What follows belongs to an exercise in optimizing a design on an open flow for small area, a short achievable clock period and few clock cycles per item; a production flow would make more cautious choices. Function was checked by simulation only, so behaviour that the tests miss may differ from the original.

File: design.v
module pss_iter_unit #(
	parameter int K     = 4,
	parameter int REM_W = 30,
	parameter int RES_W = 28,
	parameter int DEN_W = 26
) (
	input  logic               op_div,
	input  logic [REM_W-1:0]   rem_i,
	input  logic [RES_W-1:0]   res_i,
	input  logic [2*K-1:0]     bits_i,	 
	input  logic [DEN_W-1:0]   den_i,
	output logic [REM_W-1:0]   rem_o,
	output logic [RES_W-1:0]   res_o
);
	always_comb begin
		logic [REM_W-1:0] rem, rem_sh, sub_b;
		logic [RES_W-1:0] res;
		logic [REM_W:0]   diff;
		logic             ge;
		rem = rem_i;
		res = res_i;
		for (int i = 0; i < K; i++) begin
			if (!op_div) begin
				rem_sh = {rem[REM_W-3:0], bits_i[2*K-1-2*i -: 2]};
				sub_b  = REM_W'({res, 2'b01});
			end else begin
				rem_sh = {rem[REM_W-2:0], bits_i[2*K-1-i]};
				sub_b  = REM_W'(den_i);
			end
			diff = {1'b0, rem_sh} - {1'b0, sub_b};
			ge   = ~diff[REM_W];
			rem  = ge ? diff[REM_W-1:0] : rem_sh;
			res  = {res[RES_W-2:0], ge};
		end
		rem_o = rem;
		res_o = res;
	end
endmodule
module pss_div_lane #(
	parameter int K     = 2,
	parameter int N     = 16,	 
	parameter int REM_W = 28,
	parameter int DEN_W = 26
) (
	input  logic               clk,
	input  logic               load,
	input  logic               run,
	input  logic [REM_W+N-1:0] num0,
	input  logic [DEN_W-1:0]   den,
	output logic [N-1:0]       quo
);
	logic [REM_W-1:0] rem_q, rem_o;
	logic [N-1:0]     w_q, res_o;
	pss_iter_unit #(.K(K), .REM_W(REM_W), .RES_W(N), .DEN_W(DEN_W)) u_step (
		.op_div (1'b1),
		.rem_i  (rem_q),
		.res_i  (w_q),
		.bits_i ({w_q[N-1 -: K], {K{1'b0}}}),
		.den_i  (den),
		.rem_o  (rem_o),
		.res_o  (res_o)
	);
	assign quo = w_q;
	always_ff @(posedge clk) begin
		if (load) begin
			{rem_q, w_q} <= num0;
		end else if (run) begin
			rem_q <= rem_o;
			w_q   <= res_o;
		end
	end
endmodule
module phong_sphere_pixel_shader #(
	parameter int COORD_BITS    = 11,
	parameter int SHININESS_MAX = 255
) (
	input  logic                         clk,
	input  logic                         arst_n,
	input  logic                         pixel_in_valid,
	output logic                         pixel_in_ready,
	input  logic signed [COORD_BITS-1:0] pixel_in_pixel_x,
	input  logic signed [COORD_BITS-1:0] pixel_in_pixel_y,
	input  logic signed [15:0]           pixel_in_light_pos_x,
	input  logic signed [15:0]           pixel_in_light_pos_y,
	input  logic signed [15:0]           pixel_in_light_pos_z,
	input  logic [15:0]                  pixel_in_light_red,
	input  logic [15:0]                  pixel_in_light_green,
	input  logic [15:0]                  pixel_in_light_blue,
	input  logic                         pixel_in_light_is_directional,
	input  logic                         pixel_in_last_light,
	output logic                         shade_out_valid,
	input  logic                         shade_out_ready,
	output logic [15:0]                  shade_out_red,
	output logic [15:0]                  shade_out_green,
	output logic [15:0]                  shade_out_blue,
	output logic                         shade_out_outside_sphere,
	input  logic                         cfg_valid,
	output logic                         cfg_ready,
	input  logic [2:0]                   cfg_index,
	input  logic [47:0]                  cfg_data
);
	localparam int K      = 2;				 
	localparam int N_DIV  = K * ((16 + K - 1) / K);	 
	localparam int N_SQZ  = K * ((22 + K - 1) / K);	 
	localparam int N_SQL  = K * ((26 + K - 1) / K);	 
	localparam int AW     = (2 * N_SQL > 56) ? 2 * N_SQL : 56;
	localparam int SW     = 52;			 
	localparam int REM_W  = 30;
	localparam int RES_W  = 28;
	localparam int DEN_W  = 26;
	localparam int LREM_W = 28;			 
	localparam int SUM_W  = 24;
	localparam logic [15:0] ONE_Q15 = 16'h8000;
	typedef logic [3:0] fstate_t;
	localparam fstate_t F_IDLE  = 4'd0;
	localparam fstate_t F_P0    = 4'd1;
	localparam fstate_t F_P1    = 4'd2;
	localparam fstate_t F_P2    = 4'd3;
	localparam fstate_t F_P2W   = 4'd4;
	localparam fstate_t F_P3    = 4'd5;
	localparam fstate_t F_V     = 4'd6;
	localparam fstate_t F_SQ    = 4'd7;
	localparam fstate_t F_SQW0  = 4'd8;
	localparam fstate_t F_SQW   = 4'd9;
	localparam fstate_t F_HOLD  = 4'd10;
	localparam fstate_t F_NULL  = 4'd11;
	typedef logic [1:0] astate_t;
	localparam astate_t A_IDLE = 2'd0;
	localparam astate_t A_SQL  = 2'd1;
	localparam astate_t A_WAIT = 2'd2;
	typedef logic [2:0] nstate_t;
	localparam nstate_t N_IDLE  = 3'd0;
	localparam nstate_t N_LDIV  = 3'd1;
	localparam nstate_t N_DOT   = 3'd2;
	localparam nstate_t N_DOTW0 = 3'd3;
	localparam nstate_t N_DOTW  = 3'd4;
	localparam nstate_t N_RZM   = 3'd5;
	localparam nstate_t N_NULL  = 3'd6;
	typedef logic [1:0] pstate_t;
	localparam pstate_t P_IDLE = 2'd0;
	localparam pstate_t P_PW   = 2'd1;
	localparam pstate_t P_NULL = 2'd2;
	typedef logic [1:0] bstate_t;
	localparam bstate_t B_IDLE = 2'd0;
	localparam bstate_t B_D    = 2'd1;	 
	localparam bstate_t B_S    = 2'd2;	 
	localparam bstate_t B_FIN  = 2'd3;
	typedef logic [3:0] cons_t;
	localparam cons_t C_NONE   = 4'd0;
	localparam cons_t C_SSET   = 4'd1;
	localparam cons_t C_SSUB   = 4'd2;
	localparam cons_t C_SADD0  = 4'd3;
	localparam cons_t C_SADD18 = 4'd4;
	localparam cons_t C_SADD34 = 4'd5;
	localparam cons_t C_V      = 4'd6;
	localparam cons_t C_DSET   = 4'd8;
	localparam cons_t C_DADD   = 4'd9;
	localparam cons_t C_RZ     = 4'd10;
	typedef logic [2:0] cons2_t;
	localparam cons2_t C2_NONE = 3'd0;
	localparam cons2_t C2_PROD = 3'd1;
	localparam cons2_t C2_TSET = 3'd2;
	localparam cons2_t C2_TADD = 3'd3;
	localparam cons2_t C2_POW  = 3'd4;
	localparam cons2_t C2_AMB  = 3'd5;
	function automatic logic signed [35:0] rnd15(input logic signed [35:0] v);
		logic [35:0] mag, q;
		mag = v[35] ? 36'(-v) : 36'(v);
		q   = (mag + 36'd16384) >> 15;
		rnd15 = v[35] ? -$signed(q) : $signed(q);
	endfunction
	logic [9:0]  radius_q;
	logic [47:0] ka_q, kd_q, ks_q;
	logic [7:0]  shin_q;
	fstate_t            fstate_q;
	logic signed [COORD_BITS-1:0] x_q, y_q;
	logic signed [15:0] pos_q [3];
	logic [15:0]        rgb_q [3];
	logic               dir_q, last_q, bank_q;
	logic [25:0]        vmag_q [3];
	logic               vsgn_q [3];
	logic signed [SW-1:0] sacc_q;
	logic [1:0]         fch_q, fsub_q;
	logic               vval_q [3];	 
	logic               v2d_q;		 
	logic               cvalid_q, cout_q;
	logic               nvalid_q, ndiv_req_q;
	logic [22:0]        z_q;
	logic               zval_q;
	localparam int ZW     = 2 * N_SQZ;		 
	localparam int ZREM_W = N_SQZ + 3;
	logic [ZW-1:0]      zacc_q;
	logic [ZREM_W-1:0]  zrem_q;
	logic [N_SQZ-1:0]   zres_q;
	logic [4:0]         zcnt_q;
	logic signed [16:0] n_q [3];
	logic               nsx_q, nsy_q;	 
	astate_t            astate_q;
	logic [15:0]        rgba_q [3];
	logic               lasta_q, nulla_q, outa_q, banka_q;
	logic [25:0]        vma_q [3];
	logic               vsa_q [3];
	logic signed [16:0] na_q [3];
	logic [1:0]         amb_cnt_q;
	logic [DEN_W-1:0]   lena_q;		 
	nstate_t            nstate_q;
	logic [15:0]        rgbn_q [3];
	logic               lastn_q, outn_q, bankn_q;
	logic               vsn_q [3];
	logic signed [16:0] nn_q [3];
	logic signed [16:0] l_q [3];
	logic [1:0]         nch_q;
	logic signed [35:0] dacc_q;	 
	pstate_t            pstate_q;
	logic [15:0]        rgbp_q [3];
	logic               lastp_q, outp_q, bankp_q;
	logic signed [17:0] dot_q;
	logic [15:0]        base_q, power_q;
	bstate_t            bstate_q;
	logic [15:0]        rgbb_q [3];
	logic               lastb_q, outb_q, bankb_q;
	logic [16:0]        dotb_q;
	logic [15:0]        powb_q, prodh_q;
	logic [33:0]        tacc_q;
	logic [7:0]         e_q;
	logic               pw_one_q;	 
	logic [1:0]         bch_q;
	logic [1:0]         t_q;
	logic signed [17:0] ma_q, mb_q;
	cons_t              cons1_q, cons_q;
	logic [1:0]         cons1_ch_q, cons_ch_q;
	logic signed [35:0] mp_q;
	logic [32:0]        mp2_q;
	cons2_t             cons2_q;
	logic [1:0]         cons2_ch_q;
	logic signed [AW-1:0] acc_q;
	logic               iu_busy_q, iu_done_q;
	logic [4:0]         iu_cnt_q;
	logic [REM_W-1:0]   rem_q;
	logic [RES_W-1:0]   res_q;
	logic [DEN_W-1:0]   den_q;
	logic [3:0]         ln_cnt_q;
	logic               ln_done_q, ln_own_a_q;
	logic [SUM_W-1:0]   sum_q [2][3];
	logic               bankf_q, out_bank_q;
	logic               out_valid_q, out_outside_q;
	assign cfg_ready      = 1'b1;
	assign pixel_in_ready = (fstate_q == F_IDLE);
	assign shade_out_valid          = out_valid_q;
	assign shade_out_outside_sphere = out_outside_q;
	logic [SUM_W-1:0]   osum [3];
	for (genvar c = 0; c < 3; c++) begin : g_osum
		assign osum[c] = out_bank_q ? sum_q[1][c] : sum_q[0][c];
	end
	assign shade_out_red   = out_outside_q ? 16'd0 : (|osum[0][23:16] ? 16'hFFFF : osum[0][15:0]);
	assign shade_out_green = out_outside_q ? 16'd0 : (|osum[1][23:16] ? 16'hFFFF : osum[1][15:0]);
	assign shade_out_blue  = out_outside_q ? 16'd0 : (|osum[2][23:16] ? 16'hFFFF : osum[2][15:0]);
	logic [REM_W-1:0] iu_rem_o;
	logic [RES_W-1:0] iu_res_o;
	logic             iu_last;
	pss_iter_unit #(.K(K), .REM_W(REM_W), .RES_W(RES_W), .DEN_W(DEN_W)) u_iter (
		.op_div (1'b0),
		.rem_i  (rem_q),
		.res_i  (res_q),
		.bits_i (acc_q[AW-1 -: 2*K]),
		.den_i  (DEN_W'(0)),
		.rem_o  (iu_rem_o),
		.res_o  (iu_res_o)
	);
	assign iu_last = iu_busy_q && (iu_cnt_q == 5'd1);
	logic [ZREM_W-1:0] z_rem_o;
	logic [N_SQZ-1:0]  z_res_o;
	logic              z_done;
	pss_iter_unit #(.K(K), .REM_W(ZREM_W), .RES_W(N_SQZ), .DEN_W(DEN_W)) u_zroot (
		.op_div (1'b0),
		.rem_i  (zrem_q),
		.res_i  (zres_q),
		.bits_i (zacc_q[ZW-1 -: 2*K]),
		.den_i  (DEN_W'(0)),
		.rem_o  (z_rem_o),
		.res_o  (z_res_o)
	);
	assign z_done = (zcnt_q == 5'd1);
	logic               ln_load, ln_a;
	logic [41:0]        ln_num0 [3];
	logic [DEN_W-1:0]   ln_den0;
	logic [N_DIV-1:0]   ln_quo [3];
	logic signed [16:0] ln_val [3];
	for (genvar c = 0; c < 3; c++) begin : g_lane
		pss_div_lane #(.K(K), .N(N_DIV), .REM_W(LREM_W), .DEN_W(DEN_W)) u_lane (
			.clk    (clk),
			.load   (ln_load),
			.run    (ln_cnt_q != 4'd0),
			.num0   ((LREM_W+N_DIV)'(ln_num0[c])),
			.den    (den_q),
			.quo    (ln_quo[c])
		);
		assign ln_val[c] = $signed({1'b0, ln_quo[c][15:0]});
	end
	logic signed [SW-1:0] sacc_nx;
	logic                 sacc_we;
	logic signed [35:0]   dacc_nx;
	logic signed [26:0]   v_full;
	logic signed [26:0]   pt_c;
	logic signed [35:0]   rz_rnd;
	logic signed [21:0]   rz_full;
	logic [15:0]          rz_clamp;
	logic [50:0]          tsum;
	logic [16:0]          tadd;
	logic [30:0]          mq2;
	logic                 sum_we;
	logic [1:0]           sum_ch;
	logic                 sum_bank;
	logic [16:0]          sum_term;
	logic [SUM_W:0]       sum_add;
	always_comb begin
		unique case (cons_ch_q)
			2'd0:    pt_c = 27'(x_q) <<< 12;
			2'd1:    pt_c = 27'(y_q) <<< 12;
			default: pt_c = 27'($signed({1'b0, z_q}));
		endcase
		v_full = dir_q ? -mp_q[26:0] : mp_q[26:0] - pt_c;
		rz_rnd   = rnd15(mp_q <<< 1);
		rz_full  = 22'(rz_rnd) - 22'(l_q[2]);
		rz_clamp = (rz_full < 0) ? 16'd0 : (rz_full > 22'sd32768) ? ONE_Q15 : rz_full[15:0];
		sacc_we = 1'b1;
		unique case (cons_q)
			C_SSET:   sacc_nx = SW'(mp_q);
			C_SSUB:   sacc_nx = sacc_q - SW'(mp_q);
			C_SADD0:  sacc_nx = sacc_q + SW'(mp_q);
			C_SADD18: sacc_nx = sacc_q + (SW'(mp_q) <<< 18);
			C_SADD34: sacc_nx = sacc_q + (SW'(mp_q) <<< 34);
			default:  begin sacc_nx = sacc_q; sacc_we = 1'b0; end
		endcase
		dacc_nx = (cons_q == C_DSET) ? mp_q : (cons_q == C_DADD) ? dacc_q + mp_q : dacc_q;
		tsum = 51'(tacc_q) + (51'(mp2_q) << 16);
		tadd = tsum[49:33];
		mq2  = 31'(mp2_q) + 31'd16384;
		sum_we   = 1'b0;
		sum_ch   = cons2_ch_q;
		sum_bank = banka_q;
		sum_term = 17'(mp2_q[31:18]);
		if (cons2_q == C2_AMB) begin
			sum_we = 1'b1;
		end else if (cons2_q == C2_TADD) begin
			sum_we   = 1'b1;
			sum_ch   = cons2_ch_q;
			sum_bank = bankb_q;
			sum_term = tadd;
		end
		sum_add = {1'b0, sum_q[sum_bank][sum_ch]} + (SUM_W+1)'(sum_term);
	end
	logic               hit;
	logic [10:0]        x_mag, y_mag;
	logic               nq_q, nq_bank_q;
	logic               handoff, f_null, a_xfer, a_free, n_free, p_free, b_free;
	logic               a_done, amb_ok, p_start, p_null, p_hand, b_start, b_null;
	logic               base_busy, pow_busy;
	logic [DEN_W-1:0]   len_a;
	assign hit   = cvalid_q && (pixel_in_pixel_x == x_q) && (pixel_in_pixel_y == y_q);
	assign x_mag = x_q[COORD_BITS-1] ? 11'(-x_q) : 11'(x_q);
	assign y_mag = y_q[COORD_BITS-1] ? 11'(-y_q) : 11'(y_q);
	assign a_done  = (astate_q == A_WAIT) || ((astate_q == A_SQL) && !iu_busy_q);
	assign b_free  = (bstate_q == B_IDLE);
	assign base_busy = (cons_q == C_RZ) || (cons1_q == C_RZ);
	assign pow_busy  = (cons2_q == C2_POW);
	assign p_hand  = b_free && (((pstate_q == P_PW) && (e_q == 8'd0) && !pow_busy) || (pstate_q == P_NULL));
	assign p_free  = (pstate_q == P_IDLE) || p_hand;
	assign b_start = p_hand && (pstate_q == P_PW);
	assign b_null  = p_hand && (pstate_q == P_NULL);
	assign n_free  = (nstate_q == N_IDLE) || (nstate_q == N_RZM);
	assign len_a   = (astate_q == A_SQL) ? DEN_W'(res_q) : lena_q;
	assign a_xfer  = a_done && n_free && ((amb_cnt_q == 2'd3) || nulla_q) &&
		(nulla_q || len_a == '0 || (ln_cnt_q == 4'd0));
	assign a_free  = (astate_q == A_IDLE);
	assign f_null  = nq_q && a_free;
	assign handoff = (((fstate_q == F_SQW) || (fstate_q == F_HOLD)) && nvalid_q && !nq_q && a_free) || f_null;
	assign amb_ok  = !(out_valid_q && out_bank_q == banka_q) &&
		!(nstate_q != N_IDLE && lastn_q && bankn_q == banka_q) &&
		!(pstate_q != P_IDLE && lastp_q && bankp_q == banka_q) &&
		!(bstate_q != B_IDLE && lastb_q && bankb_q == banka_q);
	fstate_t            fstate_d;
	astate_t            astate_d;
	nstate_t            nstate_d;
	logic               f_req, n_iss, amb_iss, f_gnt;
	logic signed [17:0] f_ma, f_mb, n_ma, n_mb;
	cons_t              f_cons, n_cons;
	logic               iu_load;
	logic [AW-1:0]      iu_acc0;
	logic [4:0]         iu_ncyc;
	logic signed [SW-1:0] s_nx;
	logic               amb_en;
	assign s_nx = sacc_nx;
	always_comb begin
		fstate_d    = fstate_q;
		astate_d    = astate_q;
		nstate_d    = nstate_q;
		f_req       = 1'b0;
		f_ma        = '0;
		f_mb        = '0;
		f_cons      = C_NONE;
		n_iss       = 1'b0;
		n_ma        = '0;
		n_mb        = '0;
		n_cons      = C_NONE;
		iu_load     = 1'b0;
		iu_acc0     = '0;
		iu_ncyc     = 5'(N_SQL / K);
		ln_load     = 1'b0;
		ln_a        = 1'b0;
		ln_den0     = DEN_W'(radius_q);
		ln_num0[0]  = (42'(x_mag) << 15) + 42'(radius_q[9:1]);
		ln_num0[1]  = (42'(y_mag) << 15) + 42'(radius_q[9:1]);
		ln_num0[2]  = (42'(z_q) << 3) + 42'(radius_q[9:1]);
		amb_en      = 1'b0;
		p_start     = 1'b0;
		p_null      = 1'b0;
		unique case (fstate_q)
			F_IDLE: begin
				if (pixel_in_valid) begin
					if (!hit) fstate_d = F_P0;
					else if (!cout_q) fstate_d = F_V;
					else if (pixel_in_last_light) fstate_d = F_NULL;
				end
			end
			F_P0: begin
				f_req = 1'b1; f_cons = C_SSET;
				f_ma = 18'(radius_q); f_mb = 18'(radius_q);
				if (f_gnt) fstate_d = F_P1;
			end
			F_P1: begin
				f_req = 1'b1; f_cons = C_SSUB;
				f_ma = 18'(x_q); f_mb = 18'(x_q);
				if (f_gnt) fstate_d = F_P2;
			end
			F_P2: begin
				f_req = 1'b1; f_cons = C_SSUB;
				f_ma = 18'(y_q); f_mb = 18'(y_q);
				if (f_gnt) fstate_d = F_P2W;
			end
			F_P2W: fstate_d = F_P3;
			F_P3: begin
				if ((radius_q == '0) || (s_nx < 0)) fstate_d = last_q ? F_NULL : F_IDLE;
				else fstate_d = F_V;
			end
			F_V: begin
				f_ma = 18'(radius_q); f_mb = 18'(pos_q[fch_q]); f_cons = C_V;
				if (fch_q != 2'd2 || zval_q) begin
					f_req = 1'b1;
					if (f_gnt && fch_q == 2'd2) fstate_d = F_SQ;
				end else begin
					fstate_d = F_SQ;
				end
			end
			F_SQ: begin
				unique case (fsub_q)
					2'd0: begin
						f_ma = 18'(vmag_q[fch_q][16:0]); f_mb = 18'(vmag_q[fch_q][16:0]);
						f_cons = (fch_q == 2'd0) ? C_SSET : C_SADD0;
					end
					2'd1: begin
						f_ma = 18'(vmag_q[fch_q][25:17]); f_mb = 18'(vmag_q[fch_q][16:0]);
						f_cons = C_SADD18;
					end
					default: begin
						f_ma = 18'(vmag_q[fch_q][25:17]); f_mb = 18'(vmag_q[fch_q][25:17]);
						f_cons = C_SADD34;
					end
				endcase
				if (fch_q == 2'd2 && !v2d_q) begin
					f_ma = 18'(radius_q); f_mb = 18'(pos_q[2]); f_cons = C_V;
					f_req = zval_q;
				end else begin
					f_req = vval_q[fch_q];
					if (f_gnt && fch_q == 2'd2 && fsub_q == 2'd2) fstate_d = F_SQW0;
				end
			end
			F_SQW0: fstate_d = F_SQW;
			F_NULL: begin
				if (!nq_q) fstate_d = F_IDLE;
			end
			F_SQW, F_HOLD: begin
				if (handoff && !f_null) fstate_d = F_IDLE;
				else if (fstate_q == F_SQW) fstate_d = F_HOLD;
			end
			default: fstate_d = F_IDLE;
		endcase
		unique case (nstate_q)
			N_LDIV: begin
				if (ln_done_q && ln_own_a_q) nstate_d = N_DOT;
			end
			N_DOT: begin
				n_iss = 1'b1;
				n_cons = (nch_q == 2'd0) ? C_DSET : C_DADD;
				n_ma = 18'(nn_q[nch_q]); n_mb = 18'(l_q[nch_q]);
				if (nch_q == 2'd2) nstate_d = N_DOTW0;
			end
			N_DOTW0: nstate_d = N_DOTW;
			N_DOTW: begin
				if (p_free) nstate_d = N_RZM;
			end
			N_RZM: begin
				n_iss = 1'b1; n_cons = C_RZ;
				n_ma = dot_q; n_mb = 18'(nn_q[2]);
				p_start  = 1'b1;
				nstate_d = N_IDLE;
			end
			N_NULL: begin
				if (p_free) begin
					p_null   = 1'b1;
					nstate_d = N_IDLE;
				end
			end
			default: ;
		endcase
		unique case (astate_q)
			A_SQL: begin
				amb_en = !nulla_q;
				if (!iu_busy_q && !a_xfer) astate_d = A_WAIT;
			end
			A_WAIT: begin
				amb_en = !nulla_q;
			end
			default: ;
		endcase
		if (a_xfer) begin
			astate_d = A_IDLE;
			if (nulla_q || len_a == '0) begin
				nstate_d = N_NULL;
			end else begin
				ln_load  = 1'b1;
				ln_a     = 1'b1;
				nstate_d = N_LDIV;
			end
		end
		if (handoff) begin
			astate_d = f_null ? A_WAIT : A_SQL;
			if (!f_null) begin
				iu_load = 1'b1;
				iu_ncyc = 5'(N_SQL / K);
				iu_acc0 = AW'((fstate_q == F_SQW) ? sacc_nx : sacc_q) << (AW - 2 * N_SQL);
			end
		end
		if (ln_a) begin
			ln_den0 = len_a;
			for (int c = 0; c < 3; c++)
				ln_num0[c] = (42'(vma_q[c]) << 15) + 42'(len_a[DEN_W-1:1]);
		end else if (ndiv_req_q && ln_cnt_q == 4'd0 && !ln_done_q) begin
			ln_load = 1'b1;
		end
	end
	logic               b_iss;
	logic [15:0]        b_ma;
	logic [16:0]        b_mb;
	cons2_t             b_cons;
	logic               pow_want, pow_iss, t_adv;
	logic [31:0]        bsq;
	logic [15:0]        bsq_rnd;
	logic               pw_step, b_tmid;
	always_comb begin
		bsq = '0;
		for (int i = 0; i < 16; i++) begin
			bsq = bsq + (32'(base_q[i]) << (2 * i));
			for (int j = i + 1; j < 16; j++) bsq = bsq + (32'(base_q[i] & base_q[j]) << (i + j + 1));
		end
		bsq_rnd = 16'((bsq + 32'd16384) >> 15);
	end
	assign pow_want = (pstate_q == P_PW) && (e_q != 8'd0) && e_q[0] && !pw_one_q && !base_busy && !pow_busy;
	assign b_tmid   = ((bstate_q == B_D) || (bstate_q == B_S)) && (t_q != 2'd0);
	assign pow_iss  = pow_want && !b_tmid;
	assign amb_iss  = amb_en && (amb_cnt_q != 2'd3) && amb_ok && !b_tmid && !pow_iss;
	always_comb begin
		b_iss  = 1'b0;
		b_ma   = kd_q[16*bch_q +: 16];
		b_mb   = 17'(rgbb_q[bch_q]);
		b_cons = C2_NONE;
		if (pow_iss) begin
			b_iss = 1'b1; b_cons = C2_POW;
			b_ma = power_q; b_mb = 17'(base_q);
		end else if (amb_iss) begin
			b_iss = 1'b1; b_cons = C2_AMB;
			b_ma = ka_q[16*amb_cnt_q +: 16]; b_mb = 17'(rgba_q[amb_cnt_q]);
		end else if (bstate_q == B_D) begin
			b_iss = 1'b1;
			unique case (t_q)
				2'd0: begin
					b_cons = C2_PROD;
					b_ma = kd_q[16*bch_q +: 16]; b_mb = 17'(rgbb_q[bch_q]);
				end
				2'd1: begin
					b_cons = C2_TSET;
					b_ma = mp2_q[15:0]; b_mb = dotb_q;
				end
				default: begin
					b_cons = C2_TADD;
					b_ma = prodh_q; b_mb = dotb_q;
				end
			endcase
		end else if (bstate_q == B_S) begin
			b_iss = 1'b1;
			unique case (t_q)
				2'd0: begin
					b_cons = C2_PROD;
					b_ma = ks_q[16*bch_q +: 16]; b_mb = 17'(rgbb_q[bch_q]);
				end
				2'd1: begin
					b_cons = C2_TSET;
					b_ma = mp2_q[15:0]; b_mb = 17'(powb_q);
				end
				default: begin
					b_cons = C2_TADD;
					b_ma = prodh_q; b_mb = 17'(powb_q);
				end
			endcase
		end
	end
	assign pw_step = (pstate_q == P_PW) && (e_q != 8'd0) && !base_busy &&
		(!e_q[0] || pw_one_q || pow_iss);
	assign t_adv   = b_iss && !pow_iss && !amb_iss;
	logic signed [17:0] ma, mb;
	cons_t              iss_cons;
	logic [1:0]         iss_ch;
	always_comb begin
		f_gnt    = 1'b0;
		ma       = n_ma;
		mb       = n_mb;
		iss_cons = C_NONE;
		iss_ch   = fch_q;
		if (n_iss) begin
			iss_cons = n_cons;
		end else if (f_req) begin
			f_gnt    = 1'b1;
			iss_cons = f_cons;
			ma = f_ma; mb = f_mb;
		end
	end
	always_ff @(posedge clk or negedge arst_n) begin
		if (!arst_n) begin
			radius_q <= 10'd100;
			ka_q     <= '0;
			kd_q     <= '0;
			ks_q     <= '0;
			shin_q   <= 8'd1;
		end else if (cfg_valid) begin
			unique case (cfg_index)
				3'd0:    radius_q <= cfg_data[9:0];
				3'd1:    ka_q     <= cfg_data;
				3'd2:    kd_q     <= cfg_data;
				3'd3:    ks_q     <= cfg_data;
				3'd4:    shin_q   <= cfg_data[7:0];
				default: ;
			endcase
		end
	end
	always_ff @(posedge clk or negedge arst_n) begin
		if (!arst_n) begin
			fstate_q    <= F_IDLE;
			astate_q    <= A_IDLE;
			nstate_q    <= N_IDLE;
			pstate_q    <= P_IDLE;
			bstate_q    <= B_IDLE;
			fch_q       <= '0;
			fsub_q      <= '0;
			nch_q       <= '0;
			bch_q       <= '0;
			t_q         <= '0;
			cons1_q     <= C_NONE;
			cons1_ch_q  <= '0;
			cons_q      <= C_NONE;
			cons_ch_q   <= '0;
			cons2_q     <= C2_NONE;
			cons2_ch_q  <= '0;
			iu_busy_q   <= 1'b0;
			iu_done_q   <= 1'b0;
			iu_cnt_q    <= '0;
			ln_cnt_q    <= '0;
			ln_done_q   <= 1'b0;
			ln_own_a_q  <= 1'b0;
			nvalid_q    <= 1'b0;
			ndiv_req_q  <= 1'b0;
			zval_q      <= 1'b0;
			zcnt_q      <= '0;
			v2d_q       <= 1'b0;
			for (int c = 0; c < 3; c++) vval_q[c] <= 1'b0;
			cvalid_q    <= 1'b0;
			nq_q        <= 1'b0;
			nq_bank_q   <= 1'b0;
			amb_cnt_q   <= '0;
			out_valid_q <= 1'b0;
			out_outside_q <= 1'b0;
			for (int c = 0; c < 3; c++) begin sum_q[0][c] <= '0; sum_q[1][c] <= '0; end
			bankf_q     <= 1'b0;
			out_bank_q  <= 1'b0;
		end else begin
			fstate_q   <= fstate_d;
			astate_q   <= astate_d;
			nstate_q   <= nstate_d;
			cons1_q    <= iss_cons;
			cons1_ch_q <= iss_ch;
			cons_q     <= cons1_q;
			cons_ch_q  <= cons1_ch_q;
			cons2_q    <= b_iss ? b_cons : C2_NONE;
			cons2_ch_q <= amb_iss ? amb_cnt_q : bch_q;
			iu_done_q <= iu_last;
			if (iu_load) begin
				iu_busy_q <= 1'b1;
				iu_cnt_q  <= iu_ncyc;
			end else if (iu_busy_q) begin
				iu_cnt_q <= iu_cnt_q - 5'd1;
				if (iu_cnt_q == 5'd1) iu_busy_q <= 1'b0;
			end
			ln_done_q <= (ln_cnt_q == 4'd1);
			if (ln_load) begin
				ln_cnt_q   <= 4'(N_DIV / K);
				ln_own_a_q <= ln_a;
			end else if (ln_cnt_q != 4'd0) begin
				ln_cnt_q <= ln_cnt_q - 4'd1;
			end
			if (fstate_q == F_P3) nvalid_q <= 1'b0;
			if (z_done) ndiv_req_q <= 1'b1;
			if (ln_load && !ln_a) ndiv_req_q <= 1'b0;
			if (ln_done_q && !ln_own_a_q) nvalid_q <= 1'b1;
			if (pixel_in_ready && pixel_in_valid && pixel_in_last_light) bankf_q <= !bankf_q;
			if (f_null) nq_q <= 1'b0;
			if (fstate_q == F_NULL && !nq_q) begin
				nq_q      <= 1'b1;
				nq_bank_q <= bank_q;
			end
			if (cfg_valid) cvalid_q <= 1'b0;
			if (fstate_q == F_P3) cvalid_q <= 1'b1;
			if (amb_iss) amb_cnt_q <= amb_cnt_q + 2'd1;
			if (handoff) amb_cnt_q <= '0;
			if (fstate_q == F_V && (f_gnt || (fch_q == 2'd2 && !zval_q)))
				fch_q <= (fch_q == 2'd2) ? 2'd0 : fch_q + 2'd1;
			if (fstate_q == F_V && f_gnt && fch_q == 2'd2) v2d_q <= 1'b1;
			if (fstate_q == F_SQ && f_gnt && f_cons == C_V) v2d_q <= 1'b1;
			if (fstate_q == F_IDLE) v2d_q <= 1'b0;
			if (f_gnt && f_cons == C_V) vval_q[fch_q] <= 1'b0;
			if (cons_q == C_V) vval_q[cons_ch_q] <= 1'b1;
			if (fstate_q == F_P3) zval_q <= 1'b0;
			if (fstate_q == F_P3 && !((radius_q == '0) || (s_nx < 0))) zcnt_q <= 5'(N_SQZ / K);
			else if (zcnt_q != 5'd0) zcnt_q <= zcnt_q - 5'd1;
			if (z_done) zval_q <= 1'b1;
			if (f_gnt && (fstate_q == F_SQ) && f_cons != C_V) begin
				if (fsub_q == 2'd2) begin
					fsub_q <= '0;
					fch_q  <= (fch_q == 2'd2) ? 2'd0 : fch_q + 2'd1;
				end else begin
					fsub_q <= fsub_q + 2'd1;
				end
			end
			if (nstate_q == N_DOT) nch_q <= (nch_q == 2'd2) ? 2'd0 : nch_q + 2'd1;
			if (p_hand) pstate_q <= P_IDLE;
			if (p_start) pstate_q <= P_PW;
			if (p_null) pstate_q <= P_NULL;
			unique case (bstate_q)
				B_IDLE: begin
					bch_q <= '0;
					t_q   <= '0;
					if (b_start) bstate_q <= (dot_q > 0) ? B_D : B_S;
					else if (b_null && lastp_q) bstate_q <= B_FIN;
				end
				B_D, B_S: begin
					if (t_adv) begin
						if (t_q == 2'd2) begin
							t_q   <= '0;
							bch_q <= (bch_q == 2'd2) ? 2'd0 : bch_q + 2'd1;
							if (bch_q == 2'd2) begin
								if (bstate_q == B_D) bstate_q <= B_S;
								else bstate_q <= lastb_q ? B_FIN : B_IDLE;
							end
						end else begin
							t_q <= t_q + 2'd1;
						end
					end
				end
				default: begin
					if (!out_valid_q) bstate_q <= B_IDLE;
				end
			endcase
			if (sum_we) begin
				sum_q[sum_bank][sum_ch] <= sum_add[SUM_W] ? {SUM_W{1'b1}} : sum_add[SUM_W-1:0];
			end
			if (bstate_q == B_FIN && !out_valid_q) begin
				out_valid_q   <= 1'b1;
				out_outside_q <= outb_q;
				out_bank_q    <= bankb_q;
			end else if (out_valid_q && shade_out_ready) begin
				out_valid_q <= 1'b0;
				for (int c = 0; c < 3; c++) sum_q[out_bank_q][c] <= '0;
			end
		end
	end
	always_ff @(posedge clk) begin
		ma_q  <= ma;
		mb_q  <= mb;
		mp_q  <= ma_q * mb_q;
		mp2_q <= b_ma * b_mb;
		if (pixel_in_ready && pixel_in_valid) begin
			x_q      <= pixel_in_pixel_x;
			y_q      <= pixel_in_pixel_y;
			pos_q[0] <= pixel_in_light_pos_x;
			pos_q[1] <= pixel_in_light_pos_y;
			pos_q[2] <= pixel_in_light_pos_z;
			rgb_q[0] <= pixel_in_light_red;
			rgb_q[1] <= pixel_in_light_green;
			rgb_q[2] <= pixel_in_light_blue;
			dir_q    <= pixel_in_light_is_directional;
			last_q   <= pixel_in_last_light;
			bank_q   <= bankf_q;
		end
		if (fstate_q == F_P3) begin
			cout_q <= (radius_q == '0) || (s_nx < 0);
			nsx_q  <= x_q[COORD_BITS-1];
			nsy_q  <= y_q[COORD_BITS-1];
		end
		if (sacc_we) sacc_q <= sacc_nx;
		if (cons_q == C_V) begin
			vsgn_q[cons_ch_q] <= v_full[26];
			vmag_q[cons_ch_q] <= v_full[26] ? 26'(-v_full) : 26'(v_full);
		end
		if (z_done) z_q <= 23'(z_res_o);
		if (fstate_q == F_P3) begin
			zacc_q <= ZW'({s_nx[19:0], 24'd0});
			zrem_q <= '0;
			zres_q <= '0;
		end else if (zcnt_q != 5'd0) begin
			zacc_q <= zacc_q << (2 * K);
			zrem_q <= z_rem_o;
			zres_q <= z_res_o;
		end
		if (ln_done_q && !ln_own_a_q) begin
			n_q[0] <= nsx_q ? -ln_val[0] : ln_val[0];
			n_q[1] <= nsy_q ? -ln_val[1] : ln_val[1];
			n_q[2] <= ln_val[2];
		end
		if (handoff) begin
			for (int c = 0; c < 3; c++) begin
				rgba_q[c] <= rgb_q[c];
				vsa_q[c]  <= vsgn_q[c];
				vma_q[c]  <= vmag_q[c];
				na_q[c]   <= n_q[c];
			end
			lasta_q <= last_q || f_null;
			banka_q <= f_null ? nq_bank_q : bank_q;
			nulla_q <= f_null;
			outa_q  <= f_null;
		end
		if (astate_q == A_SQL) lena_q <= DEN_W'(res_q);
		if (a_xfer) begin
			for (int c = 0; c < 3; c++) begin
				rgbn_q[c] <= rgba_q[c];
				vsn_q[c]  <= vsa_q[c];
				nn_q[c]   <= na_q[c];
			end
			lastn_q <= lasta_q;
			bankn_q <= banka_q;
			outn_q  <= outa_q;
		end
		if (nstate_q == N_LDIV && ln_done_q) begin
			for (int c = 0; c < 3; c++) l_q[c] <= vsn_q[c] ? -ln_val[c] : ln_val[c];
		end
		if (cons_q == C_DSET || cons_q == C_DADD) dacc_q <= dacc_nx;
		if (iu_load) begin
			acc_q <= $signed(iu_acc0);
		end else if (iu_busy_q) begin
			acc_q <= acc_q <<< (2 * K);
		end
		if (iu_load) begin
			rem_q <= '0;
			res_q <= '0;
		end else if (iu_busy_q) begin
			rem_q <= iu_rem_o;
			res_q <= iu_res_o;
		end
		if (ln_load) den_q <= ln_den0;
		if (nstate_q == N_DOTW && p_free) dot_q <= 18'(rnd15(dacc_nx));
		if (p_start || p_null) begin
			for (int c = 0; c < 3; c++) rgbp_q[c] <= rgbn_q[c];
			lastp_q  <= lastn_q;
			bankp_q  <= bankn_q;
			outp_q   <= p_null && outn_q;
			power_q  <= ONE_Q15;
			pw_one_q <= 1'b1;
			e_q      <= (32'(shin_q) > SHININESS_MAX) ? 8'(SHININESS_MAX) : shin_q;
		end
		if (p_hand) begin
			for (int c = 0; c < 3; c++) rgbb_q[c] <= rgbp_q[c];
			lastb_q <= lastp_q;
			bankb_q <= bankp_q;
			outb_q  <= outp_q;
			dotb_q  <= dot_q[16:0];
			powb_q  <= power_q;
		end
		if (cons_q == C_RZ) base_q <= rz_clamp;
		if (pw_step) begin
			base_q <= bsq_rnd;
			e_q    <= e_q >> 1;
			if (e_q[0] && pw_one_q) begin
				power_q  <= base_q;
				pw_one_q <= 1'b0;
			end
		end
		if (cons2_q == C2_POW) power_q <= mq2[30:15];
		if (cons2_q == C2_PROD) prodh_q <= mp2_q[31:16];
		if (cons2_q == C2_TSET) tacc_q <= 34'(mp2_q);
	end
endmodule
File: run.sh
#!/bin/bash
# synth_recipe.tcl (not shown) runs the flow's synth.tcl, then flattens the netlist and writes it again
# the make line also repeats each setting of config.mk as NAME=value (left out here)
make -C /OpenROAD-flow-scripts/flow DESIGN_CONFIG=/design/flow/config.mk WORK_HOME=/design/flow/orfs CLKGATE_MAP_FILE= SYNTH_SCRIPT=/design/flow/synth_recipe.tcl finish
File: config.mk
export PLATFORM = sky130hd
export DESIGN_NAME = phong_sphere_pixel_shader
export DESIGN_NICKNAME = phong_sphere_pixel_shader
export VERILOG_FILES = /design/flow/design.v
export SDC_FILE = /design/flow/constraint.sdc
export NUM_CORES = 4
export LEC_CHECK = 0
export CAP_MARGIN = 20
export CORE_MARGIN = 2
export CORE_UTILIZATION = 40
export SETUP_SLACK_MARGIN = 5
export SLEW_MARGIN = 20
File: constraint.sdc
create_clock -name core_clock -period 15.0 [get_ports {clk}]
set_input_delay 3.0000 -clock core_clock [delete_from_list [all_inputs] [get_ports {clk}]]
set_output_delay 3.0000 -clock core_clock [all_outputs]
set_load 0.01 [all_outputs]
==> metrics.csv, run 1 <==
stage;metric;value;unit
sta;Fmax;103.9;MHz
placed_design;dpl ws;4.504;ns
sta;max-slew violation count;0;
sta;Setup WS post-layout;5.373;ns
yosys;Avg Cell Area, Syn;9.775;sq um
clocking;H-tree Lvls;4;
clocking;worst skew pair latency;0.91;ns
final_layout;Syn-to-layout area delta;11.18;%
final_layout;share of cells above drive strength 1;7.283;%
setup_path;RR Startpoint;g_lane[2].u_lane.w_q[15];
route;First-pass DRT Iterations;9;
sta;RSZ-0062 raised after global routing;true;
setup_path;Critical Path AT;10.30;ns
setup_path;peak per-stage delay on the critical path;0.59;ns
floorplanning;core area;0.3237;sq mm
sta;Worst Tran Pin Value;1.232;ns
grt;number of global-route vias before repair;97390;
sta;Hold Fails Final Rpt;0;
clocking;CTS tree;built;
route;post-route antenna net violation count;0;
clocking;clock sink count;1793;
yosys;Post-Syn Instances;13290;
sta;Final min period;9.627;ns
sta;worst clock skew;0.06682;ns
placed_design;placed cell areas;0.1372;sq mm
final_layout;design area;0.1444;sq mm
route;Routed WL;437600;microns
clocking;Worst-path clk slew;0.07;ns
run_status;status;finished clean;
setup_path;worst r2r path cells;37;
hold_path;class of the worst hold path;flip-flop to flip-flop;
route;# DRC;0;
yosys;Post-synth ARST share;21.14;%
grt;largest net degree at the start of global routing;101;
setup_path;Worst setup EP type;flip-flop;
placed_design;I/O Buffers;226;
yosys;EDFF count, synth;1161;
route;per-cell routed wire length;24.52;microns
grt;GRT Total Usage;25.90;%
clocking;hold buffer count at cts;0;
yosys;Yosys Warn Count;42;
sta;Final setup viols;0;
route;Avg Vias per Cell;5.726;
setup_path;FF-to-FF setup slack;5.37;ns
sta;fin crit share;64.18;%
final_layout;footprint of the multi-input gates;0.07449;sq mm
floorplanning;cell row count;209;
hold_path;Worst Hold Launch;cons1_q[2];
clocking;Num CTS Buffers;207;
setup_path;WP data required;15.67;ns
placed_design;GPL Wtd Cong;0.9587;
floorplanning;Starting Density;40.12;%
final_layout;nets;14940;
setup_path;r2r endpoint;g_lane[2].u_lane.rem_q[9];
route;via count;102200;
clocking;root buf cell;clkbuf_16;
sta;hold_ws;0.3474;ns
yosys;sequential-to-total area share from yosys stat;38.04;%
sta;relative slew slack;17.00;%
floorplanning;total die area;0.3293;sq mm
setup_path;CP max-delay cell;edfxtp_1;
floorplanning;Die Wd;573.9;microns
setup_path;Max FO, Critical Path;44;
clocking;worst-case clock buffer depth;4;
hold_path;WHS Path Cells;0;
sta;Setup TNS Final;0;ns
setup_path;CP Class;flip-flop to flip-flop;
placed_design;post-DP HPWL;325700;microns
flow_run;maxcap violations;0;
yosys;Cell Area, Synth;0.1299;sq mm
hold_path;Worst Hold End;cons_q[2];
final_layout;fillers;31070;
yosys;ys flop type;edfxtp_1;
grt;first-pass GRT wire length;646200;microns
setup_path;startpoint types;flip-flop;
yosys;register bit total from synthesis;1793;
final_layout;Reg area;0.04944;sq mm
grt;total gr overflow;0;
floorplanning;Die Ht;573.9;microns
yosys;Synth Net Count;14920;
route;DRT iter0 DRCs;10520;
grt;initial antenna violation count;53;
yosys;synth unique cells;113;
floorplanning;# IOs;228;
## critical path, delay by kind of cell, from the launching register on
family / cells / cell delay, ns
and+or+nand+nor: 6 / 1.16
adders and majority gates: 3 / 0.92
AOI/OAI and AO/OA: 21 / 5.06
DFF: 1 / 0.59
muxes: 3 / 0.89
buffers and inverters: 4 / 0.71
## state kept, by name (all words and copies together), names as in the netlist, 50 cells and up
signal and flops:
n_q 50, l_q 51, acc_q 52, nn_q 50, g_lane.u_lane.rem_q 81, vma_q 78
vmag_q 104, sum_q 144, sacc_q 52, na_q 50
## worst max path at each step
stage                                        start  cells after the start                         to  slack, ns
after global routing                      bch_q[1]                     36                  mp2_q[31]       4.93
after floorplan                           bch_q[1]                     38                  mp2_q[31]       5.18
after detailed placement                 cons_q[0]                     32                  mp2_q[31]       4.50
after global placement                      t_q[1]                     31                  mp2_q[31]       4.57
after CTS                 g_lane[2].u_lane.w_q[15]                     36  g_lane[2].u_lane.rem_q[9]       5.02
final                     g_lane[2].u_lane.w_q[15]                     37  g_lane[2].u_lane.rem_q[9]       5.37
## stage by stage
step | util, % | cells
3_5_place_dp | 42.37 | 17420
6_report | 44.61 | 17850
2_1_floorplan | - | 13290
3_3_place_gp | 42.36 | 17420
4_1_cts | 44.54 | 17810
5_1_grt | 44.61 | 17840
## cell families after synthesis
kind of cell               count (synthesis)  synth area share (%)
other                                      1              0.002887
buffers and inverters                   1689                 4.919
muxes                                    539                 4.609
and+or+nand+nor                         3831                 13.63
xor gates and xnor gates                 842                 5.692
AOI/OAI and AO/OA                       3141                 15.45
adders and majority gates               1453                 17.66
DFF                                     1793                 38.04
## Yosys cell counts (all sizes together) (90+ instances only)
library cell  number  share of area (%)
a21o             210                1.2
o22ai            135               0.65
dfrtp            375                7.2
nor2            1077                3.1
a31oi             97               0.47
nor3             198               0.80
and3             109               0.52
inv             1031                3.0
o211ai           124               0.73
nand3            202               0.78
or3              106               0.52
a211oi           247                1.4
nand2           1369                4.0
a21oi            883                3.4
dfxtp            253                3.9
fa               634                9.8
xor2             237                1.6
ha               819                7.9
a22oi            112               0.65
mux2i            300                2.3
nand2b           133               0.64
edfxtp          1161                 27
xnor2            605                4.1
mux2             213                1.8
o21ai            687                2.6
nor2b            108               0.52
and2             252                1.2
o21a              90               0.52
clkbuf           579                1.7
## repair_timing
item                       in CTS  in global routing
gates resized for setup         8                 31
pin swaps                       1                  4
setup buffers                   1                  4
setup endpoints to repair      25                114
## cell type report
| type | instances | share of cell area (%) |
|---|---|---|
| Inverter | 1041 | 2.715 |
| Sequential cell | 1793 | 34.23 |
| Clock inverter | 116 | 0.9079 |
| Timing Repair Buffer | 460 | 2.819 |
| Antenna cell | 37 | 0.06411 |
| Tap cell | 4325 | 3.747 |
| Clock buffer | 267 | 3.936 |
| Multi-Input combinational cell | 9807 | 51.58 |
## metal layers
layer  global-route usage (%)  wire [microns]  vias to the layer above
met1                    35.20          183500                    50230
met2                    40.29          195600                     4111
met5                        0             106                        -
met4                    12.11           22470                       15
li1                         -               -                    47050
met3                    4.332           35880                      786
## cells in the final DEF (no fill, tap or decap), drive strengths merged, types with 47 or more instances in the layout
master / n
and2: 252
xor2: 237
o21bai: 75
nor2b: 108
nand2b: 133
clkdlybuf4s50: 225
a21oi: 883
a21o: 210
o21ai: 687
nor2: 1077
o211ai: 124
clkbuf: 267
buf: 235
dfxtp: 253
a211oi: 247
o21a: 90
or2: 47
o22ai: 135
edfxtp: 1161
ha: 819
mux2i: 300
a22oi: 112
nor4: 50
nand2: 1369
mux2: 213
inv: 1047
nor3: 198
fa: 634
clkinv: 75
and3: 109
or3: 106
xnor2: 605
o31ai: 77
dfrtp: 375
a31oi: 97
nand3: 202
nand4: 57
Testbench counts, summed over its fixed seeds: cycles 32,879, items 2,010.
==> run 2: changes to the inputs <==
--- a/design.v
+++ b/design.v
@@ -185,7 +185,6 @@
 	logic               v2d_q;		 
 	logic               cvalid_q, cout_q;
 	logic               nvalid_q, ndiv_req_q;
-	logic [22:0]        z_q;
 	logic               zval_q;
 	localparam int ZW     = 2 * N_SQZ;		 
 	localparam int ZREM_W = N_SQZ + 3;
@@ -202,7 +201,6 @@
 	logic               vsa_q [3];
 	logic signed [16:0] na_q [3];
 	logic [1:0]         amb_cnt_q;
-	logic [DEN_W-1:0]   lena_q;		 
 	nstate_t            nstate_q;
 	logic [15:0]        rgbn_q [3];
 	logic               lastn_q, outn_q, bankn_q;
@@ -317,7 +315,7 @@
 		unique case (cons_ch_q)
 			2'd0:    pt_c = 27'(x_q) <<< 12;
 			2'd1:    pt_c = 27'(y_q) <<< 12;
-			default: pt_c = 27'($signed({1'b0, z_q}));
+			default: pt_c = 27'($signed({1'b0, zres_q}));
 		endcase
 		v_full = dir_q ? -mp_q[26:0] : mp_q[26:0] - pt_c;
 		rz_rnd   = rnd15(mp_q <<< 1);
@@ -369,7 +367,7 @@
 	assign b_start = p_hand && (pstate_q == P_PW);
 	assign b_null  = p_hand && (pstate_q == P_NULL);
 	assign n_free  = (nstate_q == N_IDLE) || (nstate_q == N_RZM);
-	assign len_a   = (astate_q == A_SQL) ? DEN_W'(res_q) : lena_q;
+	assign len_a   = DEN_W'(res_q);
 	assign a_xfer  = a_done && n_free && ((amb_cnt_q == 2'd3) || nulla_q) &&
 		(nulla_q || len_a == '0 || (ln_cnt_q == 4'd0));
 	assign a_free  = (astate_q == A_IDLE);
@@ -411,7 +409,7 @@
 		ln_den0     = DEN_W'(radius_q);
 		ln_num0[0]  = (42'(x_mag) << 15) + 42'(radius_q[9:1]);
 		ln_num0[1]  = (42'(y_mag) << 15) + 42'(radius_q[9:1]);
-		ln_num0[2]  = (42'(z_q) << 3) + 42'(radius_q[9:1]);
+		ln_num0[2]  = (42'(zres_q) << 3) + 42'(radius_q[9:1]);
 		amb_en      = 1'b0;
 		p_start     = 1'b0;
 		p_null      = 1'b0;
@@ -735,8 +733,8 @@
 			if (fstate_q == F_V && f_gnt && fch_q == 2'd2) v2d_q <= 1'b1;
 			if (fstate_q == F_SQ && f_gnt && f_cons == C_V) v2d_q <= 1'b1;
 			if (fstate_q == F_IDLE) v2d_q <= 1'b0;
-			if (f_gnt && f_cons == C_V) vval_q[fch_q] <= 1'b0;
-			if (cons_q == C_V) vval_q[cons_ch_q] <= 1'b1;
+			for (int c = 0; c < 3; c++) if (f_gnt && f_cons == C_V && fch_q == 2'(c)) vval_q[c] <= 1'b0;
+			for (int c = 0; c < 3; c++) if (cons_q == C_V && cons_ch_q == 2'(c)) vval_q[c] <= 1'b1;
 			if (fstate_q == F_P3) zval_q <= 1'b0;
 			if (fstate_q == F_P3 && !((radius_q == '0) || (s_nx < 0))) zcnt_q <= 5'(N_SQZ / K);
 			else if (zcnt_q != 5'd0) zcnt_q <= zcnt_q - 5'd1;
@@ -815,11 +813,12 @@
 			nsy_q  <= y_q[COORD_BITS-1];
 		end
 		if (sacc_we) sacc_q <= sacc_nx;
-		if (cons_q == C_V) begin
-			vsgn_q[cons_ch_q] <= v_full[26];
-			vmag_q[cons_ch_q] <= v_full[26] ? 26'(-v_full) : 26'(v_full);
+		for (int c = 0; c < 3; c++) begin
+			if (cons_q == C_V && cons_ch_q == 2'(c)) begin
+				vsgn_q[c] <= v_full[26];
+				vmag_q[c] <= v_full[26] ? 26'(-v_full) : 26'(v_full);
+			end
 		end
-		if (z_done) z_q <= 23'(z_res_o);
 		if (fstate_q == F_P3) begin
 			zacc_q <= ZW'({s_nx[19:0], 24'd0});
 			zrem_q <= '0;
@@ -846,7 +845,6 @@
 			nulla_q <= f_null;
 			outa_q  <= f_null;
 		end
-		if (astate_q == A_SQL) lena_q <= DEN_W'(res_q);
 		if (a_xfer) begin
 			for (int c = 0; c < 3; c++) begin
 				rgbn_q[c] <= rgba_q[c];
==> run 2 against run 1 <==
- fmax rose by 0.50%
- synthesized area down 2.4%
- flip-flop and latch count down 74
- highest routed layer unchanged
- global-route usage fell by 0.45 points
==> metrics.csv, run 2 <==
stage;metric;value;unit
clocking;Num CTS Buffers;200;
clocking;worst skew pair latency;0.91;ns
placed_design;post-DP HPWL;312500;microns
floorplanning;Starting Density;40.23;%
yosys;Synth top area share;26.36;%
setup_path;Max FO, Critical Path;21;
route;First-pass DRT Iterations;8;
setup_path;Worst setup EP type;flip-flop;
final_layout;fillers;30290;
route;post-route antenna net violation count;0;
sta;max-slew violation count;0;
clocking;H-tree Lvls;4;
setup_path;startpoint types;flip-flop;
yosys;post-synth top area cell;edfxtp_1;
final_layout;max reg flops;144;
placed_design;Placed Cells;17030;
clocking;CTS tree;built;
final_layout;most frequent cells in the layout;nand2_1 (1343), edfxtp_1 (1113), nor2_1 (997);
yosys;Yosys Warn Count;46;
sta;Setup WS post-layout;5.421;ns
setup_path;CP Class;flip-flop to flip-flop;
route;per-cell routed wire length;24.07;microns
setup_path;CP max-delay cell;ha_1;
route;Routed WL;419500;microns
grt;total gr overflow;0;
yosys;Post-Syn Instances;13080;
sta;fin crit share;63.86;%
floorplanning;# IOs;228;
final_layout;most common cell after layout, fill and taps aside;nand2_1;
grt;first-pass GRT wire length;625500;microns
yosys;EDFF count, synth;1113;
floorplanning;cell row count;206;
sta;Fmax;104.4;MHz
clocking;root buf cell;clkbuf_16;
sta;Final min period;9.579;ns
sta;Hold Fails Final Rpt;0;
sta;hold_ws;0.3478;ns
yosys;register bit total from synthesis;1719;
floorplanning;core area;0.3152;sq mm
setup_path;Critical Path AT;10.38;ns
yosys;most common cell in the netlist;nand2_1;
grt;initial antenna violation count;23;
yosys;Cell Area, Synth;0.1268;sq mm
final_layout;Reg with most FFs;sum_q;
final_layout;Non-Filler Instances;17430;
run_status;status;finished clean;
grt;largest net degree at the start of global routing;140;
final_layout;nets;14720;
setup_path;WP data required;15.80;ns
route;# DRC;0;
route;Avg Vias per Cell;5.770;
grt;GRT Total Usage;25.44;%
clocking;clock sink count;1719;
sta;Worst Tran Pin Value;1.374;ns
sta;RSZ-0062 raised after global routing;false;
floorplanning;Die Ht;567.0;microns
placed_design;GPL Wtd Cong;0.9614;
sta;Setup TNS Final;0;ns
yosys;Post-synth ARST share;22.05;%
flow_run;maxcap violations;0;
final_layout;Reg area;0.04747;sq mm
yosys;synth unique cells;108;
final_layout;biggest regs;sum_q: 144 flops, g_lane.u_lane.rem_q: 81 flops;
placed_design;I/O Buffers;226;
yosys;top post-synthesis cells by count;nand2_1 (1350), edfxtp_1 (1113), nor2_1 (1006);
clocking;Worst-path clk slew;0.06;ns
route;DRT iter0 DRCs;10810;
yosys;Synth Net Count;14710;
sta;relative slew slack;7.633;%
final_layout;footprint of the multi-input gates;0.07353;sq mm
grt;number of global-route vias before repair;96580;
sta;worst clock skew;0.09859;ns
clocking;worst-case clock buffer depth;4;
floorplanning;total die area;0.3215;sq mm
yosys;Synth area leaders;edfxtp_1 (26%), fa_1 (10%), ha_1 (8.1%), dfrtp_1 (7.4%), nand2_1 (4.0%);
route;via count;100600;
floorplanning;Die Wd;567.0;microns
sta;Final setup viols;0;
final_layout;share of cells above drive strength 1;7.184;%
setup_path;peak per-stage delay on the critical path;0.90;ns
yosys;sequential-to-total area share from yosys stat;37.42;%
yosys;Avg Cell Area, Syn;9.695;sq um
placed_design;dpl ws;4.078;ns
hold_path;class of the worst hold path;flip-flop to flip-flop;
yosys;ys flop type;edfxtp_1;
final_layout;Syn-to-layout area delta;11.04;%
-- run 2: changes by cell type after synthesis, sizes merged, moves of 27 or more --
cell,before,now
a21oi,883,798
o211ai,124,66
mux2i,300,262
a21o,210,183
o21ai,687,749
edfxtp,1161,1113
a22oi,112,145
nor2b,108,156
xnor2,605,574
nor2,1077,1006
-- run 2: layer usage --
| layer | global-route usage, % | up-vias | routed length, microns |
|---|---|---|---|
| li1 | - | 46340 | - |
| met1 | 35.62 | 49520 | 181400 |
| met2 | 38.87 | 3929 | 183400 |
| met3 | 4.028 | 770 | 34870 |
| met4 | 11.00 | 8 | 19780 |
| met5 | 0 | - | 49 |
-- run 2: final cells by class --
cell class                      count  share of cell area [%]
Tap cell                         4160                   3.697
Timing Repair Buffer              459                   2.893
Inverter                         1010                   2.701
Multi-Input combinational cell   9700                   52.22
Antenna cell                       18                 0.03199
Clock buffer                      259                   3.863
Sequential cell                  1719                   33.71
Clock inverter                    105                  0.8797
-- run 2: worst max-delay path: cells and delay by family, from the launching register on --
family                   cells  cell delay (ns)
adder cells (fa/ha/maj)      8             4.16
XOR/XNOR                     1             0.12
buffers and inverters        6             0.52
AND/OR/NAND/NOR              3             0.68
AO/OA/AOI/OAI               12             3.32
flip-flops                   1             0.68
-- run 2: final timing paths --
kind / startpoint / endpoint / slack [ns] / cells after the start
max in group asynchronous: arst_n / fch_q[0] / 10.50 / 3
worst max-delay path: amb_cnt_q[1] / mp2_q[32] / 5.42 / 30
worst min-delay path: n_q[0][14] / na_q[0][14] / 0.35 / 0
worst max register to register: amb_cnt_q[1] / mp2_q[32] / 5.42 / 30
min in group asynchronous: arst_n / ks_q[8] / 2.19 / 1
worst min register to register: n_q[0][14] / na_q[0][14] / 0.35 / 0
-- run 2: kinds of logic after synthesis --
logic type	synth area share [%]
AND/OR/NAND/NOR	14.03
flip-flops	37.42
XOR/XNOR	5.776
AO/OA/AOI/OAI	15.76
adder cells (fa/ha/maj)	18.11
other	0.002957
buffers and inverters	4.937
multiplexers	3.969
-- run 2: metrics by stage --
stage | instance area [sq um] | util (%)
floorplan | 126800 | -
global placement | 133800 | 42.44
detailed placement | 133800 | 42.44
CTS | 140500 | 44.57
global route | 140800 | 44.66
finish | 140800 | 44.67
-- run 2: repair_timing --
action                                  CTS  global route
pin swaps                                 0             1
setup buffers                             0            10
resized for setup                         9            23
endpoints found under the setup margin    7            84
hold buffers                              0             0
gates cloned                              0             3
Testbench counts of run 2, summed over its fixed seeds: cycles 32,879, items 2,010.
==> run 3: changes to the inputs <==
--- a/config.mk
+++ b/config.mk
@@ -8,5 +8,6 @@
 export CAP_MARGIN = 20
 export CORE_MARGIN = 2
 export CORE_UTILIZATION = 40
+export PLACE_DENSITY = 0.72
 export SETUP_SLACK_MARGIN = 5
 export SLEW_MARGIN = 20
==> run 3 against run 2 <==
- still clean on timing, DRC and antenna
- clock skew is 0.039 ns lower
- cell area is 0.23% lower
- setup slack worse by 0.10 ns
- synthesized cell count stayed put
- global-route usage is 0.62 points lower
- first-iteration DRC count is 11% higher
- flip-flop and latch count stayed put
- core utilization is 0.10 points lower
- largest cell class unchanged
==> metrics.csv, run 3 <==
stage;metric;value;unit
route;via count;101900;
final_layout;share of cells above drive strength 1;7.213;%
floorplanning;Die Wd;567.0;microns
yosys;register bit total from synthesis;1719;
sta;Worst Tran Pin Value;1.262;ns
final_layout;max reg flops;144;
clocking;worst skew pair latency;0.90;ns
yosys;top post-synthesis cells by count;nand2_1 (1350), edfxtp_1 (1113), nor2_1 (1006);
setup_path;r2r endpoint;g_lane[2].u_lane.rem_q[18];
sta;RSZ-0062 raised after global routing;true;
sta;Setup TNS Final;0;ns
grt;largest net degree at the start of global routing;139;
clocking;CTS tree;built;
setup_path;FF-to-FF setup slack;5.32;ns
yosys;ys flop type;edfxtp_1;
setup_path;Worst setup EP type;flip-flop;
flow_run;maxcap violations;0;
run_status;status;finished clean;
placed_design;post-DP HPWL;307200;microns
route;First-pass DRT Iterations;9;
setup_path;CP Class;flip-flop to flip-flop;
floorplanning;Die Ht;567.0;microns
floorplanning;Starting Density;40.23;%
floorplanning;core area;0.3152;sq mm
sta;fin crit share;64.55;%
grt;GRT Total Usage;24.82;%
yosys;synth unique cells;108;
route;# DRC;0;
yosys;post-synth top area cell;edfxtp_1;
setup_path;Max FO, Critical Path;44;
clocking;Num CTS Buffers;189;
yosys;Cell Area, Synth;0.1268;sq mm
placed_design;I/O Buffers;226;
placed_design;GPL Wtd Cong;0.9789;
setup_path;Top Family by Delay on Critical Path;compound AO/OA/AOI/OAI gates;
sta;relative slew slack;15.32;%
floorplanning;# IOs;228;
hold_path;WHS Path Cells;0;
yosys;Post-synth ARST share;22.05;%
yosys;most common cell in the netlist;nand2_1;
setup_path;CP dominant cell by count;a21oi_1;
final_layout;biggest regs;sum_q: 144 flops, g_lane.u_lane.rem_q: 81 flops;
clocking;root buf cell;clkbuf_16;
yosys;sequential-to-total area share from yosys stat;37.42;%
setup_path;worst r2r path cells;37;
yosys;Avg Cell Area, Syn;9.695;sq um
floorplanning;total die area;0.3215;sq mm
grt;total gr overflow;0;
route;Routed WL;412300;microns
hold_path;Worst Hold Launch;cons1_ch_q[0];
floorplanning;cell row count;206;
route;per-cell routed wire length;23.72;microns
yosys;Synth top area share;26.36;%
setup_path;Critical Path AT;10.27;ns
route;Avg Vias per Cell;5.863;
setup_path;startpoint types;flip-flop;
clocking;Worst-path clk slew;0.08;ns
sta;Final setup viols;0;
setup_path;WP data required;15.59;ns
yosys;EDFF count, synth;1113;
route;DRT iter0 DRCs;12000;
final_layout;nets;14690;
hold_path;class of the worst hold path;flip-flop to flip-flop;
grt;number of global-route vias before repair;96930;
clocking;H-tree Lvls;4;
sta;Fmax;103.3;MHz
final_layout;Reg with most FFs;sum_q;
final_layout;Syn-to-layout area delta;10.78;%
placed_design;placed cell areas;0.1337;sq mm
route;post-route antenna net violation count;0;
sta;worst clock skew;0.05927;ns
yosys;Synth area leaders;edfxtp_1 (26%), fa_1 (10%), ha_1 (8.1%), dfrtp_1 (7.4%), nand2_1 (4.0%);
final_layout;most frequent cells in the layout;nand2_1 (1341), edfxtp_1 (1113), inv_1 (997);
setup_path;Buf+Inv Stages, Crit Path;4;
setup_path;RR Startpoint;g_lane[2].u_lane.w_q[15];
sta;max-slew violation count;0;
yosys;Post-Syn Instances;13080;
clocking;worst-case clock buffer depth;4;
setup_path;CP max-delay cell;edfxtp_1;
yosys;Synth Net Count;14710;
clocking;clock sink count;1719;
grt;first-pass GRT wire length;613900;microns
sta;Hold Fails Final Rpt;0;
yosys;Yosys Warn Count;46;
setup_path;peak per-stage delay on the critical path;0.59;ns
final_layout;design area;0.1405;sq mm
hold_path;Worst Hold End;cons_ch_q[0];
sta;Final min period;9.683;ns
grt;initial antenna violation count;27;
final_layout;most common cell after layout, fill and taps aside;nand2_1;
==> run 3: final cells by class <==
class | count | area (sq um)
clock inverters | 99 | 1049
multi-input cells | 9700 | 73590
fillers | 29350 | 174800
flip-flops and latches | 1719 | 47470
diodes | 7 | 17.52
repair buffers | 443 | 4001
clock buffers | 242 | 5340
well taps | 4160 | 5205
inverters | 1010 | 3802
==> run 3: routing by layer <==
metal / up-vias / wire (microns) / GRT usage [%]
li1: 46250 / - / -
met3: 909 / 44470 / 6.042
met5: - / 180 / 0
met4: 28 / 22120 / 11.63
met1: 49780 / 168500 / 33.34
met2: 4924 / 177000 / 37.57
==> run 3: repair_timing <==
item / 4_1_cts / 5_1_grt
gates cloned: 0 / 3
setup endpoints to repair: 34 / 86
setup buffers: 0 / 7
gates resized for setup: 10 / 39
pin swaps: 0 / 1
hold buffers: 0 / 0
==> run 3: through the flow <==
stage                     hold WS, ns  setup slack [ns]  instances  utilization [%]
final                          0.3408             5.317      17380            44.56
after global placement         0.3319             4.353      17020            42.41
after global routing           0.3558             4.960      17380            44.56
after detailed placement       0.3370             4.234      17020            42.42
after floorplan                0.3312             5.283      13080                -
after CTS                      0.3424             4.973      17360            44.46
==> run 3: worst max path at each step <==
stage / from / to / slack [ns] / cells past startpoint
after floorplan: bch_q[1] / mp2_q[31] / 5.28 / 36
after global placement: t_q[1] / mp2_q[31] / 4.35 / 36
after detailed placement: t_q[1] / mp2_q[31] / 4.23 / 35
after CTS: cons2_q[1] / mp2_q[31] / 4.97 / 35
after global routing: g_lane[2].u_lane.w_q[15] / g_lane[2].u_lane.rem_q[5] / 4.96 / 37
final: g_lane[2].u_lane.w_q[15] / g_lane[2].u_lane.rem_q[18] / 5.32 / 37
==> run 3: cell families (layout without fill, tap and decap cells) <==
group	Yosys count	in the layout	synth area share (%)
muxes	476	476	3.969
AOI/OAI and AO/OA	3114	3116	15.76
xor gates and xnor gates	829	829	5.776
other	1	8	0.002957
buffers and inverters	1662	1794	4.937
and+or+nand+nor	3823	3823	14.03
DFF	1719	1719	37.42
adders and majority gates	1455	1455	18.11

re-timing with driven ports:
In the flow no input, the clock included, has a driving cell. The finished layouts below were timed again as built, in two steps. Step 1 assumes that a clkbuf_16 drives the clock port and a buf_2 every other input. Step 2 moves the port delays by t, midway between the first and last clock arrival at a register: inputs arrive t later, outputs are due t later. That takes back most of the time a late clock gives input paths. a / b / c = ideal ports / drivers / drivers and shift; a / b = the first two.
run	shift t [ns]	slack for setup (ns)	clock arrival spread, ns	worst data-port slew with drivers (ns)
run 1	0.987	5.373 / 5.373 / 5.373	0.072 / 0.072	0.19
run 2	0.961	5.421 / 5.421 / 5.421	0.099 / 0.100	0.22
run 3	0.976	5.317 / 5.317 / 5.317	0.065 / 0.065	0.12
After both steps setup and hold are still met in every run listed.
